This is an optimization exercise on Yosys and OpenROAD, whose aim is small area and few clock cycles per item, not a production implementation. Function was checked by simulation only, so behaviour that the tests miss may differ from the original. No driver is modelled on the clock port, so clocking that relies on it looks cheaper here than on a real chip.

Setup of old:
## delta_top
module delta_top (
    input  logic   clk,
    input  logic   rst,
    input  logic   in_valid,
    input  delta_pkg::coeff_t in_coeff,
    output logic   in_ready,
    output logic   out_valid,
    output delta_pkg::delta_t out_delta,
    input  logic   out_ready
);
Size: about 1,400 cells after synthesis, ~22,000 sq um of cells after synthesis.
Settings: LEC_CHECK=0, CAP_MARGIN=20, CORE_MARGIN=2, CORE_UTILIZATION=65, CTS_BUF_LIST=sky130_fd_sc_hd__clkbuf_8, CTS_CLUSTER_DIAMETER=50, CTS_CLUSTER_SIZE=16, PLACE_DENSITY=0.75, SLEW_MARGIN=20; clock period 7.0 ns.
standard.sh (not shown) runs the stock make flow with config.mk's settings and CLKGATE_MAP_FILE= SYNTH_SCRIPT=/design/flow/synth_recipe.tcl, a recipe that flattens the netlist after the stock synthesis.
==> flow/flow/run.sh <==
#!/bin/bash
# The standard layout (the standard.sh, standard synthesis unchanged) with
# two make variables changed and one netlist step added:
#  - port buffers use buf_1 instead of the cell buffer_ports picks by itself
#  - the clock tree is built without dummy loads, in clusters of up to 36 sinks with clkbuf_16
#  - after synthesis, flow/polarity.py flips some full-adder cells (a full adder
#    is self-dual) and rebuilds some half adders so that fewer inverters are
#    needed; registers, ports and
#    all other cells stay as synthesis made them
set -euo pipefail
ARGS=(
  BUFFER_PORTS_ARGS="-buffer_cell sky130_fd_sc_hd__buf_1"
  CTS_ARGS="-sink_clustering_enable -repair_clock_nets -sink_clustering_size 36 -sink_clustering_max_diameter 70 -buf_list sky130_fd_sc_hd__clkbuf_16 -dont_use_dummy_load"
)
RES="$PWD/orfs/results/${FLOW_PLATFORM}/delta_top/base"
bash standard.sh "${ARGS[@]}" "$RES/1_2_yosys.v" > synth.log 2>&1
cp "$RES/1_2_yosys.v" "$RES/1_2_yosys.std.v"
python3 flow/polarity.py "$RES/1_2_yosys.std.v" "$RES/1_2_yosys.v" > polarity.log 2>&1
bash standard.sh "${ARGS[@]}" finish > standard.log 2>&1
Other scripts of this flow, unchanged in this note and not shown: flow/flow/polarity.py
old: flow completed, timing, DRC and antenna clean
Testbench counts of old, summed over its fixed seeds: cycles 5,000, deltas 4,784.
For new, these inputs were changed with respect to old:
diff --git a/flow/flow/run.sh b/flow/flow/run.sh
--- a/flow/flow/run.sh
+++ b/flow/flow/run.sh
@@ -5 +5 @@
-#  - the clock tree is built without dummy loads, in clusters of up to 36 sinks with clkbuf_16
+#  - the clock tree is built without dummy loads, in clusters of up to 20 sinks
@@ -13 +13 @@
-  CTS_ARGS="-sink_clustering_enable -repair_clock_nets -sink_clustering_size 36 -sink_clustering_max_diameter 70 -buf_list sky130_fd_sc_hd__clkbuf_16 -dont_use_dummy_load"
+  CTS_ARGS="-sink_clustering_enable -repair_clock_nets -sink_clustering_size 20 -sink_clustering_max_diameter 55 -buf_list sky130_fd_sc_hd__clkbuf_8 -dont_use_dummy_load"
Of the two candidates, old has the worse global-route wire length before repair and new the better one.
Relative to old, the detailed-route wire length measured on new has decreased slightly.
Compared with old, new shows a final area that is 0.34% lower.
Per the comparison of new with old, register-to-register setup slack +0.15 ns, sequential cell area share has increased.

* * *

## the reference run
Another version of the RTL of delta_top (not shown whole).
Size: ~1300 cells after synthesis, about 22000 um2 of cells after synthesis.
Settings: LEC_CHECK=0, CAP_MARGIN=20, CORE_MARGIN=2, CORE_UTILIZATION=72, PLACE_DENSITY=0.85, SLEW_MARGIN=20; clock period 7.0 ns.
==> flow/flow/run.sh <==
#!/bin/bash
# The standard layout (the standard.sh, standard synthesis unchanged) with
# two make variables changed and one netlist step added:
#  - port buffers use buf_1 instead of the cell buffer_ports picks by itself
#  - the clock tree is built without dummy loads, in clusters of up to 20 sinks
#  - after synthesis, flow/polarity.py flips some full-adder cells (a full adder
#    is self-dual) and rebuilds some half adders so that fewer inverters are
#    needed; registers, ports and
#    all other cells stay as synthesis made them
set -euo pipefail
ARGS=(
  BUFFER_PORTS_ARGS="-buffer_cell sky130_fd_sc_hd__buf_1"
  CTS_ARGS="-sink_clustering_enable -repair_clock_nets -sink_clustering_size 20 -sink_clustering_max_diameter 55 -buf_list sky130_fd_sc_hd__clkbuf_8 -dont_use_dummy_load"
)
RES="$PWD/orfs/results/${FLOW_PLATFORM}/delta_top/base"
bash standard.sh "${ARGS[@]}" "$RES/1_2_yosys.v" > synth.log 2>&1
cp "$RES/1_2_yosys.v" "$RES/1_2_yosys.std.v"
python3 flow/polarity.py "$RES/1_2_yosys.std.v" "$RES/1_2_yosys.v" > polarity.log 2>&1
bash standard.sh "${ARGS[@]}" finish > standard.log 2>&1
Other scripts of this flow, unchanged in this note and not shown: flow/flow/polarity.py
The reference run finished end to end and its layout was clean on timing, DRC and antenna.
Testbench counts of the reference run, summed over its fixed seeds: cycles 5,000, deltas 4,784.
For the trial run, these inputs were changed with respect to the reference run:
--- a/flow/config.mk
+++ b/flow/config.mk
@@ -10,2 +10,5 @@
-export CORE_UTILIZATION = 72
-export PLACE_DENSITY = 0.85
+export CORE_UTILIZATION = 65
+export CTS_BUF_LIST = sky130_fd_sc_hd__clkbuf_8
+export CTS_CLUSTER_DIAMETER = 50
+export CTS_CLUSTER_SIZE = 16
+export PLACE_DENSITY = 0.75
### Flow results
- Cmp the reference run and the trial run / routed length per instance / lower: the trial run
- The reference run → the trial run: met2 global-route usage now smaller, final HPWL from detailed placement now smaller, count of fill cells added during filler insertion now larger, die area now larger.
- Summary of the comparison: synthesis-to-layout area growth is higher in the trial run, relative to the reference run.
- The trial run went all the way through synthesis, placement and routing and the layout is clean on timing, DRC and antenna.

* * *

## run 1
The RTL this note starts from:
==> flow/design.v <==
`timescale 1ns/1ps
package delta_pkg;
    localparam int NUM_COEFFS  = 13;      
    localparam int WINDOW_LEN  = 5;       
    localparam int HIST_FRAMES = 4;       
    localparam int RING_LEN    = HIST_FRAMES * NUM_COEFFS;
    localparam int TENTH_RECIP = 6554;    
    localparam int TENTH_SHIFT = 16;
    localparam int COEFF_W = 16;
    typedef logic signed [15:0] coeff_t;    
    typedef logic signed [18:0] num_t;      
    typedef logic signed [34:0] prod_t;     
    typedef logic signed [17:0] delta_t;    
endpackage
`timescale 1ns/1ps
module delta_datapath (
    input  logic signed [18:0] num,
    output logic signed [15:0] delta    
);
    logic signed [20:0] num3;
    logic signed [31:0] prod;
    assign num3  = 21'(num) + (21'(num) <<< 1);
    assign prod  = (32'(num3) <<< 2) + (32'(num3) <<< 6) + (32'(num3) <<< 10) + 32'(num);
    assign delta = prod[15 +: 16];
endmodule
module delta_num (
    input  logic [15:0] c0,
    input  logic [15:0] c1,
    input  logic [15:0] c3n,
    input  logic [15:0] c4n,
    output logic [18:0] num
);
    localparam int LO = 8;    
    logic [18:0] x, y, z, w, s1, k1, s2, k2;
    logic [LO:0] cy;
    assign x = {2'b0, c0, 1'b1};        
    assign y = {3'b0, c1};
    assign z = {3'b0, c3n};
    assign w = {2'b0, c4n, 1'b1};       
    assign s1 = x ^ y ^ z;
    assign k1 = {((x & y) | (x & z) | (y & z)), 1'b0};
    assign s2 = s1 ^ k1 ^ w;
    assign k2 = {((s1 & k1) | (s1 & w) | (k1 & w)), 1'b0};
    assign cy[0] = 1'b1;
    for (genvar i = 0; i < LO; i++) begin : g_lo
        assign num[i]  = s2[i] ^ k2[i] ^ cy[i];
        assign cy[i+1] = (s2[i] & k2[i]) | (s2[i] & cy[i]) | (k2[i] & cy[i]);
    end
    assign num[18:LO] = s2[18:LO] + k2[18:LO] + (19'd327680 >> LO) + (19-LO)'(cy[LO]);
endmodule
`timescale 1ns/1ps
module delta_top (
    input  logic   clk,
    input  logic   rst,
    input  logic   in_valid,
    input  delta_pkg::coeff_t in_coeff,
    output logic   in_ready,
    output logic   out_valid,
    output delta_pkg::delta_t out_delta,
    input  logic   out_ready
);
    localparam int NC = delta_pkg::NUM_COEFFS;
    localparam int RL = delta_pkg::RING_LEN;
    localparam int CW = delta_pkg::COEFF_W;
    logic [RL*CW-1:0] ring;          
    logic [5:0]       phase;         
    logic [3:0]       coeff_idx;     
    logic [1:0]       frame_cnt;     
    logic             stall;
    logic             take;
    logic signed [15:0] c_f1, c_f3, c_f4;
    logic signed [18:0] num_d;
    logic signed [18:0] num_q;
    logic               num_valid;
    logic signed [15:0] delta_d;
    logic signed [15:0] delta_q;
    assign stall    = out_valid && !out_ready;
    assign in_ready = (phase == 6'd0) && !stall;
    assign take     = in_valid && in_ready;
    assign c_f1  = ring[12*CW +: CW];
    assign c_f3  = ring[38*CW +: CW];
    assign c_f4  = ring[51*CW +: CW];
    delta_num delta_num_inst (
        .c0  ({~in_coeff[15], in_coeff[14:0]}),
        .c1  ({~c_f1[15], c_f1[14:0]}),
        .c3n ({c_f3[15], ~c_f3[14:0]}),
        .c4n ({c_f4[15], ~c_f4[14:0]}),
        .num (num_d)
    );
    delta_datapath delta_datapath_inst (
        .num   (num_q),
        .delta (delta_d)
    );
    always_ff @(posedge clk) begin
        ring[CW +: (RL-1)*CW] <= ring[0 +: (RL-1)*CW];
        ring[0 +: CW]         <= take ? in_coeff : ring[(RL-1)*CW +: CW];
        if (take && frame_cnt == 2'd0) begin
            ring[1*NC*CW +: CW] <= in_coeff;
            ring[2*NC*CW +: CW] <= in_coeff;
        end
    end
    always_ff @(posedge clk) begin
        if (rst) begin
            phase     <= '0;
            coeff_idx <= '0;
            frame_cnt <= '0;
            num_valid <= 1'b0;
            out_valid <= 1'b0;
        end else begin
            if (!take) begin
                phase <= (phase == 6'(RL-1)) ? 6'd0 : phase + 6'd1;
            end
            if (take) begin
                if (coeff_idx == 4'(NC-1)) begin
                    coeff_idx <= '0;
                    if (frame_cnt != 2'd2) frame_cnt <= frame_cnt + 2'd1;
                end else begin
                    coeff_idx <= coeff_idx + 4'd1;
                end
            end
            if (!stall) begin
                num_valid <= take && (frame_cnt == 2'd2);
                out_valid <= num_valid;
            end
        end
    end
    always_ff @(posedge clk) begin
        if (take)   num_q   <= num_d;
        if (!stall) delta_q <= delta_d;
    end
    assign out_delta = {{2{delta_q[15]}}, delta_q};
endmodule
==> flow/config.mk <==
export PLATFORM = sky130hd
export DESIGN_NAME = delta_top
export DESIGN_NICKNAME = delta_top
export VERILOG_FILES = /design/flow/design.v
export SDC_FILE = /design/flow/constraint.sdc
export NUM_CORES = 4
export LEC_CHECK = 0
export CAP_MARGIN = 20
export CORE_MARGIN = 2
export CORE_UTILIZATION = 65
export CTS_BUF_LIST = sky130_fd_sc_hd__clkbuf_8
export CTS_CLUSTER_DIAMETER = 50
export CTS_CLUSTER_SIZE = 16
export PLACE_DENSITY = 0.75
export SLEW_MARGIN = 20
==> flow/constraint.sdc <==
create_clock -name core_clock -period 7.0 [get_ports {clk}]
set_input_delay 1.4000 -clock core_clock [delete_from_list [all_inputs] [get_ports {clk}]]
set_output_delay 1.4000 -clock core_clock [all_outputs]
set_load 0.01 [all_outputs]
==> flow/flow/run.sh <==
#!/bin/bash
# The standard layout (the standard.sh, standard synthesis unchanged) with
# two make variables changed:
#  - port buffers use buf_1 instead of the cell buffer_ports picks by itself
#  - the clock tree is built without dummy loads
set -euo pipefail
bash standard.sh \
  BUFFER_PORTS_ARGS="-buffer_cell sky130_fd_sc_hd__buf_1" \
  CTS_ARGS="-sink_clustering_enable -repair_clock_nets -sink_clustering_size 20 -sink_clustering_max_diameter 55 -buf_list sky130_fd_sc_hd__clkbuf_8 -dont_use_dummy_load" \
  finish > standard.log 2>&1
Run 1 ran to completion and came out clean on the timing, DRC and antenna checks.
Testbench counts of run 1, summed over its fixed seeds: cycles 5,008, deltas 4,784.
The following lists how run 2 was set up differently from run 1:
diff --git a/flow/flow/run.sh b/flow/flow/run.sh
--- a/flow/flow/run.sh
+++ b/flow/flow/run.sh
@@ -8,3 +8,3 @@
   BUFFER_PORTS_ARGS="-buffer_cell sky130_fd_sc_hd__buf_1" \
-  CTS_ARGS="-sink_clustering_enable -repair_clock_nets -sink_clustering_size 20 -sink_clustering_max_diameter 55 -buf_list sky130_fd_sc_hd__clkbuf_8 -dont_use_dummy_load" \
+  CTS_ARGS="-sink_clustering_enable -repair_clock_nets -sink_clustering_size 16 -sink_clustering_max_diameter 50 -buf_list sky130_fd_sc_hd__clkbuf_8 -dont_use_dummy_load" \
   finish > standard.log 2>&1
==> notes.md <==
- Achievable clock frequency (higher): run 2
- Going from run 1 to run 2, wire length of the first global-routing pass higher, cell area shows an increase of 230 um^2, count of placed standard cells in the final layout, fillers left out +16, non-clock buffer area fraction after layout level.
- In run 2, routed wire length is higher than in run 1.
- There was hardly any difference in detailed-routed wire length on met3 between run 1 and run 2.
- Shortest clock period the worst path allows after layout on run 2 is ahead of run 1.
- Diff run 2..run 1 | die area | unchanged
Setup changes, run 2 to run 3
diff --git a/flow/flow/run.sh b/flow/flow/run.sh
--- a/flow/flow/run.sh
+++ b/flow/flow/run.sh
@@ -8,3 +8,3 @@
   BUFFER_PORTS_ARGS="-buffer_cell sky130_fd_sc_hd__buf_1" \
-  CTS_ARGS="-sink_clustering_enable -repair_clock_nets -sink_clustering_size 16 -sink_clustering_max_diameter 50 -buf_list sky130_fd_sc_hd__clkbuf_8 -dont_use_dummy_load" \
+  CTS_ARGS="-sink_clustering_enable -repair_clock_nets -sink_clustering_size 18 -sink_clustering_max_diameter 55 -buf_list sky130_fd_sc_hd__clkbuf_8 -dont_use_dummy_load" \
   finish > standard.log 2>&1
Notes after the runs:
Run 2 -> run 3: count of clock buffers in the final design decreased by more than 10%
[compare] base=run 2 new=run 3: worst hold margin lost 33 ps; sequential share of layout area picked up an extra 0.48 points; die area neither gained nor lost much.
Compared with run 2, non-filler instance count after layout in run 3 decreased slightly.
Final critical path time including I/O delays and setup: run 3 higher than run 2
Run 3 packs its core looser than run 2.
| maximum frequency | run 2 vs run 3 | ≈ equal |

* * *

Another version of the RTL of delta_top (not shown whole).
Size: roughly 1700 cells after synthesis, about 880 flip-flops, about 40 I/O pins.
clock: 7.0 ns
lec_check: 0
cap_margin: 20
core_margin: 2
core_utilization: 65
cts_buf_list: sky130_fd_sc_hd__clkbuf_8 sky130_fd_sc_hd__clkbuf_16
cts_cluster_diameter: 60
cts_cluster_size: 20
place_density: 0.75
slew_margin: 20
run.sh (not shown) runs the stock make flow with config.mk's settings and CLKGATE_MAP_FILE= SYNTH_SCRIPT=/design/flow/synth_recipe.tcl, a recipe that flattens the netlist after the stock synthesis.
Stock flow here: none of the scripts above is used.
Testbench counts at the start, summed over its fixed seeds: cycles 5,008, deltas 4,784.
==> next run, changes <==
==> flow/config.mk (replaced) <==
export PLATFORM = sky130hd
export DESIGN_NAME = delta_top
export DESIGN_NICKNAME = delta_top
export VERILOG_FILES = /design/flow/design.v
export SDC_FILE = /design/flow/constraint.sdc
export NUM_CORES = 4
export LEC_CHECK = 0
export CAP_MARGIN = 20
export CORE_MARGIN = 2
export CORE_UTILIZATION = 40
export SLEW_MARGIN = 20
The changed run passed the timing, DRC and antenna checks.
Via count does not change.
Worst setup slack gains 98 ps.
==> next run, changes <==
--- a/flow/config.mk
+++ b/flow/config.mk
@@ -9,3 +9,7 @@
 export CORE_MARGIN = 2
-export CORE_UTILIZATION = 40
+export CORE_UTILIZATION = 80
+export CTS_BUF_LIST = sky130_fd_sc_hd__clkbuf_8
+export CTS_CLUSTER_DIAMETER = 50
+export CTS_CLUSTER_SIZE = 16
+export PLACE_DENSITY = 0.9
 export SLEW_MARGIN = 20
Sequential cell count stays the same. Worst setup slack gets worse by 290 ps. Worst hold slack got worse by 9.9 ps.
==> next run, changes <==
--- a/flow/config.mk
+++ b/flow/config.mk
@@ -9,3 +9,3 @@
 export CORE_MARGIN = 2
-export CORE_UTILIZATION = 80
+export CORE_UTILIZATION = 65
 export CTS_BUF_LIST = sky130_fd_sc_hd__clkbuf_8
@@ -13,3 +13,3 @@
 export CTS_CLUSTER_SIZE = 16
-export PLACE_DENSITY = 0.9
+export PLACE_DENSITY = 0.75
 export SLEW_MARGIN = 20
What happened: Final area rises by about 0.5%; wire length falls by about 30%; hold slack improved by 15 ps; synthesized cell count does not change.

==> what the ideal ports hide <==
In the flow no input, the clock included, has a driving cell. The finished layouts below were timed again as built, in two steps.
Step 1: set_driving_cell puts a clkbuf_16 on clk and a buf_2 on each other input, an assumption about the parent block.
Step 2 also shifts input and output timing later by t, the mid clock arrival at the registers, as if the neighbouring blocks saw the same clock.
a / b / c = ideal / step 1 / step 2; a / b = the first two.
run	t (ns)	slack for setup (ns)	latest minus earliest clock arrival (ns)	cell pins on the clock port's net
old	0.559	0.272 / 0.219 / 0.219	0.097 / 0.097	1
new	0.651	0.268 / 0.219 / 0.349	0.078 / 0.078	1
the reference run	0.607	0.425 / 0.377 / 0.034	0.128 / 0.128	1
the trial run	0.662	0.384 / 0.337 / 0.247	0.080 / 0.080	1
run 1	0.652	0.328 / 0.351 / -0.301	0.133 / 0.134	1
run 2	0.643	0.370 / 0.395 / -0.249	0.097 / 0.097	1
run 3	0.659	0.365 / 0.386 / -0.273	0.092 / 0.092	1
the first run of note 4	0.649	1.019 / 1.019 / 0.714	0.040 / 0.041	1
the second run of note 4	0.648	1.116 / 1.116 / 0.808	0.022 / 0.022	1
the third run of note 4	0.675	0.823 / 0.845 / 0.169	0.062 / 0.061	1
the fourth run of note 4	0.669	1.052 / 1.052 / 0.735	0.029 / 0.029	1
With both steps, setup timing fails in run 1, run 2 and run 3, where it was met with ideal ports. For the third run of note 4, which loses most, drivers alone change the setup slack by +0.022 ns; drivers and shift together by -0.654 ns.
